Background: an optimization exercise with open tools, aiming at a short achievable clock period and few clock cycles per item. Do not read the settings as production practice.
The RTL was checked by simulation tests, not by an equivalence proof against the original design.

==> run a: inputs <==
==> flow/design.v (excerpt) <==
module three_address_ir_execute_unit #(
    parameter int unsigned NUM_VARS   = 64,
    parameter int unsigned NUM_LABELS = 256
) (
    input  logic        clk,
    input  logic        rst_n,
    input  logic        s_axis_tvalid,
    output logic        s_axis_tready,
    input  logic [63:0] s_axis_tdata,
    output logic        m_axis_tvalid,
    input  logic        m_axis_tready,
    output logic [47:0] m_axis_tdata
);
make LEC_CHECK=0 CAP_MARGIN=20 CORE_MARGIN=2 CORE_UTILIZATION=25 CTS_CLUSTER_DIAMETER=100 CTS_CLUSTER_SIZE=30 GPL_TIMING_DRIVEN=1 PLACE_DENSITY=0.35 SETUP_SLACK_MARGIN=5 SLEW_MARGIN=20 TNS_END_PERCENT=5 finish   # period 10.0 ns
run.sh (not shown) runs the stock make flow with config.mk's settings and CLKGATE_MAP_FILE= SYNTH_SCRIPT=/design/flow/synth_recipe.tcl, a recipe that flattens the netlist after the stock synthesis.
==> run b (differences from run a) <==
--- a/flow/design.v
+++ b/flow/design.v
@@ -83,16 +83,30 @@
     input  logic        start,
     input  logic        is_mod,
     input  logic [31:0] a,
     input  logic [31:0] b,
     output logic        busy,
     output logic        fin,
     output logic [31:0] value
 );
+    function automatic logic [36:0] ksadd(input logic [36:0] x, input logic [36:0] y,
+                                          input logic cin);
+        logic [36:0] g, p, pp0;
+        g   = x & y;
+        p   = x ^ y;
+        pp0 = p;
+        g[0] = g[0] | (p[0] & cin);
+        for (int d = 1; d < 37; d = d * 2)
+        begin
+            g = g | (p & (g << d));
+            p = p & (p << d);
+        end
+        ksadd = pp0 ^ {g[35:0], cin};
+    endfunction
     function automatic logic [31:0] smear(input logic [31:0] x);
         logic [31:0] y;
         y = x;
         y = y | (y >> 1);
         y = y | (y >> 2);
         y = y | (y >> 4);
         y = y | (y >> 8);
         y = y | (y >> 16);
@@ -112,17 +126,17 @@
     logic [8:0]  mge;
     logic [7:0]  msel, msel_reg;
     logic [35:0] bx, bxn, bx_reg;
     logic        bs, bs_reg;
     logic [71:0] cs3, cs5, cs7, cs9, cs11, cs13, cs15, cs_t;
     logic [71:0] cs3_reg, cs5_reg, cs7_reg, cs9_reg, cs11_reg, cs13_reg, cs15_reg;
     always_comb
     begin
-        absa = a[31] ? (~a + 32'd1) : a;
+        absa = a[31] ? 32'(ksadd({5'd0, ~a}, 37'd0, 1'b1)) : a;
         ta   = smear(a[31] ? {~a[30:0], 1'b1} : a);
         tb   = smear(b[31] ? ~b : b) | 32'd1;
         mge[0] = 1'b1;
         mge[8] = 1'b0;
         for (int j = 1; j < 8; j++)
             mge[j] = (tb & ~(ta >> (4 * j))) == 32'd0;
         for (int k = 0; k < 8; k++)
             msel[k] = mge[k] && !mge[k+1];
@@ -145,37 +159,37 @@
     begin
         rem0 = 32'd0;
         q0   = 32'd0;
         for (int k = 0; k < 8; k++)
         begin
             rem0 = rem0 | ({32{msel_reg[k]}} & 32'({32'd0, absa_reg} >> (4 * k + 4)));
             q0   = q0   | ({32{msel_reg[k]}} & 32'({absa_reg, 32'd0} >> (4 * k + 4)));
         end
-        d1  = bx_reg + 36'(bs_reg);
-        d3  = cs3_reg[35:0]  + cs3_reg[71:36];
-        d5  = cs5_reg[35:0]  + cs5_reg[71:36];
-        d7  = cs7_reg[35:0]  + cs7_reg[71:36];
-        d9  = cs9_reg[35:0]  + cs9_reg[71:36];
-        d11 = cs11_reg[35:0] + cs11_reg[71:36];
-        d13 = cs13_reg[35:0] + cs13_reg[71:36];
-        d15 = cs15_reg[35:0] + cs15_reg[71:36];
+        d1  = 36'(ksadd({1'b0, bx_reg}, 37'd0, bs_reg));
+        d3  = 36'(ksadd({1'b0, cs3_reg[35:0]}, {1'b0, cs3_reg[71:36]}, 1'b0));
+        d5  = 36'(ksadd({1'b0, cs5_reg[35:0]}, {1'b0, cs5_reg[71:36]}, 1'b0));
+        d7  = 36'(ksadd({1'b0, cs7_reg[35:0]}, {1'b0, cs7_reg[71:36]}, 1'b0));
+        d9  = 36'(ksadd({1'b0, cs9_reg[35:0]}, {1'b0, cs9_reg[71:36]}, 1'b0));
+        d11 = 36'(ksadd({1'b0, cs11_reg[35:0]}, {1'b0, cs11_reg[71:36]}, 1'b0));
+        d13 = 36'(ksadd({1'b0, cs13_reg[35:0]}, {1'b0, cs13_reg[71:36]}, 1'b0));
+        d15 = 36'(ksadd({1'b0, cs15_reg[35:0]}, {1'b0, cs15_reg[71:36]}, 1'b0));
     end
     logic [35:0] t;
     logic [36:0] r [1:15];
     logic [15:0] ge, ge_top;
     logic [31:0] rem_nx;
     logic [3:0]  dig;
     always_comb
     begin
         t = {rem_reg, q_reg[31:28]};
         ge[0] = 1'b1;
         for (int k = 1; k < 16; k++)
         begin
-            r[k]  = {1'b0, t} - {1'b0, dm_reg[k]};
+            r[k]  = ksadd({1'b0, t}, ~{1'b0, dm_reg[k]}, 1'b1);
             ge[k] = !r[k][36];
         end
         ge_top = {1'b0, ge[15:1]};
         rem_nx = {32{!ge[1]}} & t[31:0];
         dig    = 4'd0;
         for (int k = 1; k < 16; k++)
         begin
             rem_nx = rem_nx | ({32{ge[k] && !ge_top[k]}} & r[k][31:0]);
@@ -247,34 +261,48 @@
         begin
             rem_reg <= rem_nx;
             q_reg   <= {q_reg[27:0], dig};
             cnt_reg <= cnt_reg - 3'd1;
         end
     end
     assign busy  = setup_reg | iter_reg;
     assign fin   = fin_reg;
-    assign value = mod_reg ? (rneg_reg ? (~rem_reg + 32'd1) : rem_reg)
-                           : (qneg_reg ? (~q_reg + 32'd1) : q_reg);
+    assign value = mod_reg ? (rneg_reg ? 32'(ksadd({5'd0, ~rem_reg}, 37'd0, 1'b1)) : rem_reg)
+                           : (qneg_reg ? 32'(ksadd({5'd0, ~q_reg}, 37'd0, 1'b1)) : q_reg);
 endmodule
 import taie_pkg::*;
 module three_address_ir_execute_unit #(
     parameter int unsigned NUM_VARS   = 64,
     parameter int unsigned NUM_LABELS = 256
 ) (
     input  logic        clk,
     input  logic        rst_n,
     input  logic        s_axis_tvalid,
     output logic        s_axis_tready,
     input  logic [63:0] s_axis_tdata,
     output logic        m_axis_tvalid,
     input  logic        m_axis_tready,
     output logic [47:0] m_axis_tdata
 );
     localparam int unsigned OQ_DEPTH = 4;
+    function automatic logic [36:0] ksadd(input logic [36:0] x, input logic [36:0] y,
+                                          input logic cin);
+        logic [36:0] g, p, pp0;
+        g   = x & y;
+        p   = x ^ y;
+        pp0 = p;
+        g[0] = g[0] | (p[0] & cin);
+        for (int d = 1; d < 37; d = d * 2)
+        begin
+            g = g | (p & (g << d));
+            p = p & (p << d);
+        end
+        ksadd = pp0 ^ {g[35:0], cin};
+    endfunction
     function automatic logic [63:0] csa(input logic [31:0] x, input logic [31:0] y,
                                         input logic [31:0] z);
         logic [31:0] s, c;
         s = x ^ y ^ z;
         c = (x & y) | (x & z) | (y & z);
         csa = {c[30:0], 1'b0, s};
     endfunction
     logic [31:0] vars [64];
@@ -284,27 +312,23 @@
     logic [60:0] iq_ins [2];
     logic [63:0] iq_aoh [2];
     logic [63:0] iq_boh [2];
     logic [63:0] iq_doh [2];
     logic        iq_wp, iq_rp;
     logic [1:0]  iq_cnt;
     logic        accept;
     logic [60:0] ir_reg;
-    logic [63:0] ir_aoh, ir_boh, ir_doh;
     logic        ir_v;
     logic        issue;
     logic        rdy_q;
     assign s_axis_tready = rdy_q;
     assign accept        = s_axis_tvalid && rdy_q;
     assign ir_v          = iq_cnt != 2'd0;
     assign ir_reg        = iq_ins[iq_rp];
-    assign ir_aoh        = iq_aoh[iq_rp];
-    assign ir_boh        = iq_boh[iq_rp];
-    assign ir_doh        = iq_doh[iq_rp];
     logic [1:0] iq_cnt_nx;
     assign iq_cnt_nx = iq_cnt + 2'(accept) - 2'(issue);
     always_ff @(posedge clk or negedge rst_n)
     begin
         if (!rst_n)
         begin
             iq_wp  <= 1'b0;
             iq_rp  <= 1'b0;
@@ -375,54 +399,48 @@
     logic [7:0]  m3_d;
     logic [63:0] m3_doh;
     logic [31:0] m3_r [4];
     logic [31:0] mul_out;
     logic        dv_busy, dv_fin, dv1_busy, dv1_fin;
     logic [31:0] dv_out, dv1_out;
     logic [7:0]  dv_d, dv1_d;
     logic [63:0] dv_doh, dv1_doh;
+    logic        wa_v, wm_v;
+    logic [7:0]  wa_d, wm_d;
+    logic [63:0] wa_doh, wm_doh;
+    logic [31:0] wa_val, wm_val;
     function automatic logic [31:0] rdvar(input logic [63:0] oh);
         rdvar = 32'd0;
         for (int k = 0; k < 64; k++)
             rdvar = rdvar | ({32{oh[k]}} & vars[k]);
     endfunction
+    function automatic logic [31:0] fwd(input logic [7:0] i, input logic [31:0] fv);
+        logic hm, h0, h1, ha, hw;
+        hm = m3_v && m3_d == i;
+        h0 = dv_fin && dv_d == i;
+        h1 = dv1_fin && dv1_d == i;
+        ha = wa_v && wa_d == i;
+        hw = wm_v && wm_d == i;
+        fwd = ({32{hm}} & mul_out) | ({32{h0}} & dv_out) | ({32{h1}} & dv1_out) |
+              ({32{ha}} & wa_val) | ({32{hw}} & wm_val) |
+              ({32{!(hm || h0 || h1 || ha || hw)}} & fv);
+    endfunction
     logic [31:0] rd_a, rd_b, rd_o;
     always_comb
     begin
+        rd_o = fwd(rd_d,  iq_rp ? rdvar(iq_doh[1]) : rdvar(iq_doh[0]));
+        rd_a = fwd(rd_sa, iq_rp ? rdvar(iq_aoh[1]) : rdvar(iq_aoh[0]));
+        rd_b = fwd(rd_bi, iq_rp ? rdvar(iq_boh[1]) : rdvar(iq_boh[0]));
         if (ex_we && ex_d == rd_d)
             rd_o = alu_out;
-        else if (m3_v && m3_d == rd_d)
-            rd_o = mul_out;
-        else if (dv_fin && dv_d == rd_d)
-            rd_o = dv_out;
-        else if (dv1_fin && dv1_d == rd_d)
-            rd_o = dv1_out;
-        else
-            rd_o = rdvar(ir_doh);
         if (ex_we && ex_d == rd_sa)
             rd_a = alu_out;
-        else if (m3_v && m3_d == rd_sa)
-            rd_a = mul_out;
-        else if (dv_fin && dv_d == rd_sa)
-            rd_a = dv_out;
-        else if (dv1_fin && dv1_d == rd_sa)
-            rd_a = dv1_out;
-        else
-            rd_a = rdvar(ir_aoh);
         if (ex_we && ex_d == rd_bi)
             rd_b = alu_out;
-        else if (m3_v && m3_d == rd_bi)
-            rd_b = mul_out;
-        else if (dv_fin && dv_d == rd_bi)
-            rd_b = dv_out;
-        else if (dv1_fin && dv1_d == rd_bi)
-            rd_b = dv1_out;
-        else
-            rd_b = rdvar(ir_boh);
     end
     function automatic logic pend(input logic [7:0] i);
         pend = (ex_v && ex_is_mul && ex_d_ok && ex_d == i) ||
                (ex_v && ex_div_slow && ex_d == i) ||
                (dv_busy && dv_d == i) ||
                (dv1_busy && dv1_d == i);
     endfunction
     logic hazard, div_block, room;
@@ -444,17 +462,17 @@
     end
     always_ff @(posedge clk)
     begin
         ex_a      <= rd_a;
         ex_b      <= rd_b;
         ex_imm    <= rd_imm;
         ex_d      <= rd_d;
         ex_d_ok   <= rd_d_ok;
-        ex_doh    <= ir_doh;
+        ex_doh    <= dec64(rd_d);
         ex_sh     <= rd_b[4:0];
         ex_pv     <= rd_b;
         ex_old    <= rd_o;
         ex_sa     <= rd_a;
         mul_a     <= rd_a;
         mul_b     <= rd_b;
         div_a     <= rd_a;
         div_b     <= rd_b;
@@ -510,18 +528,18 @@
         fa_x = div_a[31] ? {~div_a[30:0], 1'b1} : div_a;
         fb_x = div_b[31] ? ~div_b : div_b;
         fa_s = smear(fa_x);
         div_fast = (fb_x & ~fa_s) != 32'd0;
         div_zq = !div_err && div_fast;
     end
     always_comb
     begin
-        sum = ex_a + ex_b;
-        dif = ex_a - ex_b;
+        sum = 32'(ksadd({5'd0, ex_a}, {5'd0, ex_b}, 1'b0));
+        dif = 32'(ksadd({5'd0, ex_a}, {5'd0, ~ex_b}, 1'b1));
         eq  = ex_a == ex_b;
         lt  = (ex_a[31] != ex_b[31]) ? ex_a[31] : dif[31];
         anz = ex_a != 32'd0;
         bnz = ex_b != 32'd0;
         bool_v = (ex_o_eq && eq) || (ex_o_ne && !eq) || (ex_o_lt && lt) ||
                  (ex_o_le && (lt || eq)) || (ex_o_gt && !lt && !eq) ||
                  (ex_o_ge && !lt) || (ex_o_land && anz && bnz) ||
                  (ex_o_lor && (anz || bnz)) || (ex_o_lnot && !anz);
@@ -589,17 +607,17 @@
         for (int i = 0; i < 2; i++)
             {l4[2*i+1], l4[2*i]} = csa(l3[3*i], l3[3*i+1], l3[3*i+2]);
     end
     always_comb
     begin
         {l5[1], l5[0]} = csa(m3_r[0], m3_r[1], m3_r[2]);
         l5[2] = m3_r[3];
         {l6[1], l6[0]} = csa(l5[0], l5[1], l5[2]);
-        mul_out = l6[0] + l6[1];
+        mul_out = 32'(ksadd({5'd0, l6[0]}, {5'd0, l6[1]}, 1'b0));
     end
     always_ff @(posedge clk or negedge rst_n)
     begin
         if (!rst_n)
             m3_v <= 1'b0;
         else
             m3_v <= ex_v && ex_is_mul && ex_d_ok;
     end
@@ -647,27 +665,49 @@
             dv1_d   <= ex_d;
             dv1_doh <= ex_doh;
         end
     end
     always_ff @(posedge clk or negedge rst_n)
     begin
         if (!rst_n)
         begin
+            wa_v <= 1'b0;
+            wm_v <= 1'b0;
+        end
+        else
+        begin
+            wa_v <= ex_we;
+            wm_v <= m3_v;
+        end
+    end
+    always_ff @(posedge clk)
+    begin
+        wa_d   <= ex_d;
+        wa_doh <= ex_doh;
+        wa_val <= alu_out;
+        wm_d   <= m3_d;
+        wm_doh <= m3_doh;
+        wm_val <= mul_out;
+    end
+    always_ff @(posedge clk or negedge rst_n)
+    begin
+        if (!rst_n)
+        begin
             for (int i = 0; i < 64; i++)
                 vars[i] <= 32'd0;
         end
         else
         begin
             for (int i = 0; i < 64; i++)
             begin
-                if (ex_we && ex_doh[i])
-                    vars[i] <= alu_out;
-                else if (m3_v && m3_doh[i])
-                    vars[i] <= mul_out;
+                if (wa_v && wa_doh[i])
+                    vars[i] <= wa_val;
+                else if (wm_v && wm_doh[i])
+                    vars[i] <= wm_val;
                 else if (dv_fin && dv_doh[i])
                     vars[i] <= dv_out;
                 else if (dv1_fin && dv1_doh[i])
                     vars[i] <= dv1_out;
             end
         end
     end
     logic [43:0] oq [OQ_DEPTH];
- CORE_UTILIZATION: 25 -> 30
- PLACE_DENSITY: 0.35 -> unset
==> comparison table <==
quantity	run a	run b
Average cell area after synthesis	8.99 µm²	8.29 µm²
Die boundary width	1.20 mm	1.16 mm
Simple-gate area share of the yosys netlist	0.114	0.160
Netlist cell types	114	126
Worst slack, placed	2350 ps	2950 ps
Post-Synth Adder-Cell Area	0.0750	0.0664
Post-synth design cell area	0.358 mm²	0.401 mm²
Initial core utilization	0.251	0.301
DIE HEIGHT	1.20 mm	1.16 mm
Routability congestion estimate	1.26	1.36
Number of clock sinks	4982	5120
PostCTS Resize Cnt	788	354
Post-detailed-placement cell area	0.399 mm²	0.441 mm²
Result of the run	aborted with a tool error	aborted with a tool error
Stage where the flow stopped	5_1_grt	5_1_grt
Post-DP HPWL	3450 mm	3790 mm
Rows	439	424
Part of the Yosys area used for sequential elements	0.378	0.345
Area share of the leading cell type in the synthesized netlist	0.212	0.189
Testbench counts of run a, summed over its fixed seeds: cycles 19,759, items 19,200.
Testbench counts of run b, summed over its fixed seeds: cycles 19,759, items 19,200.
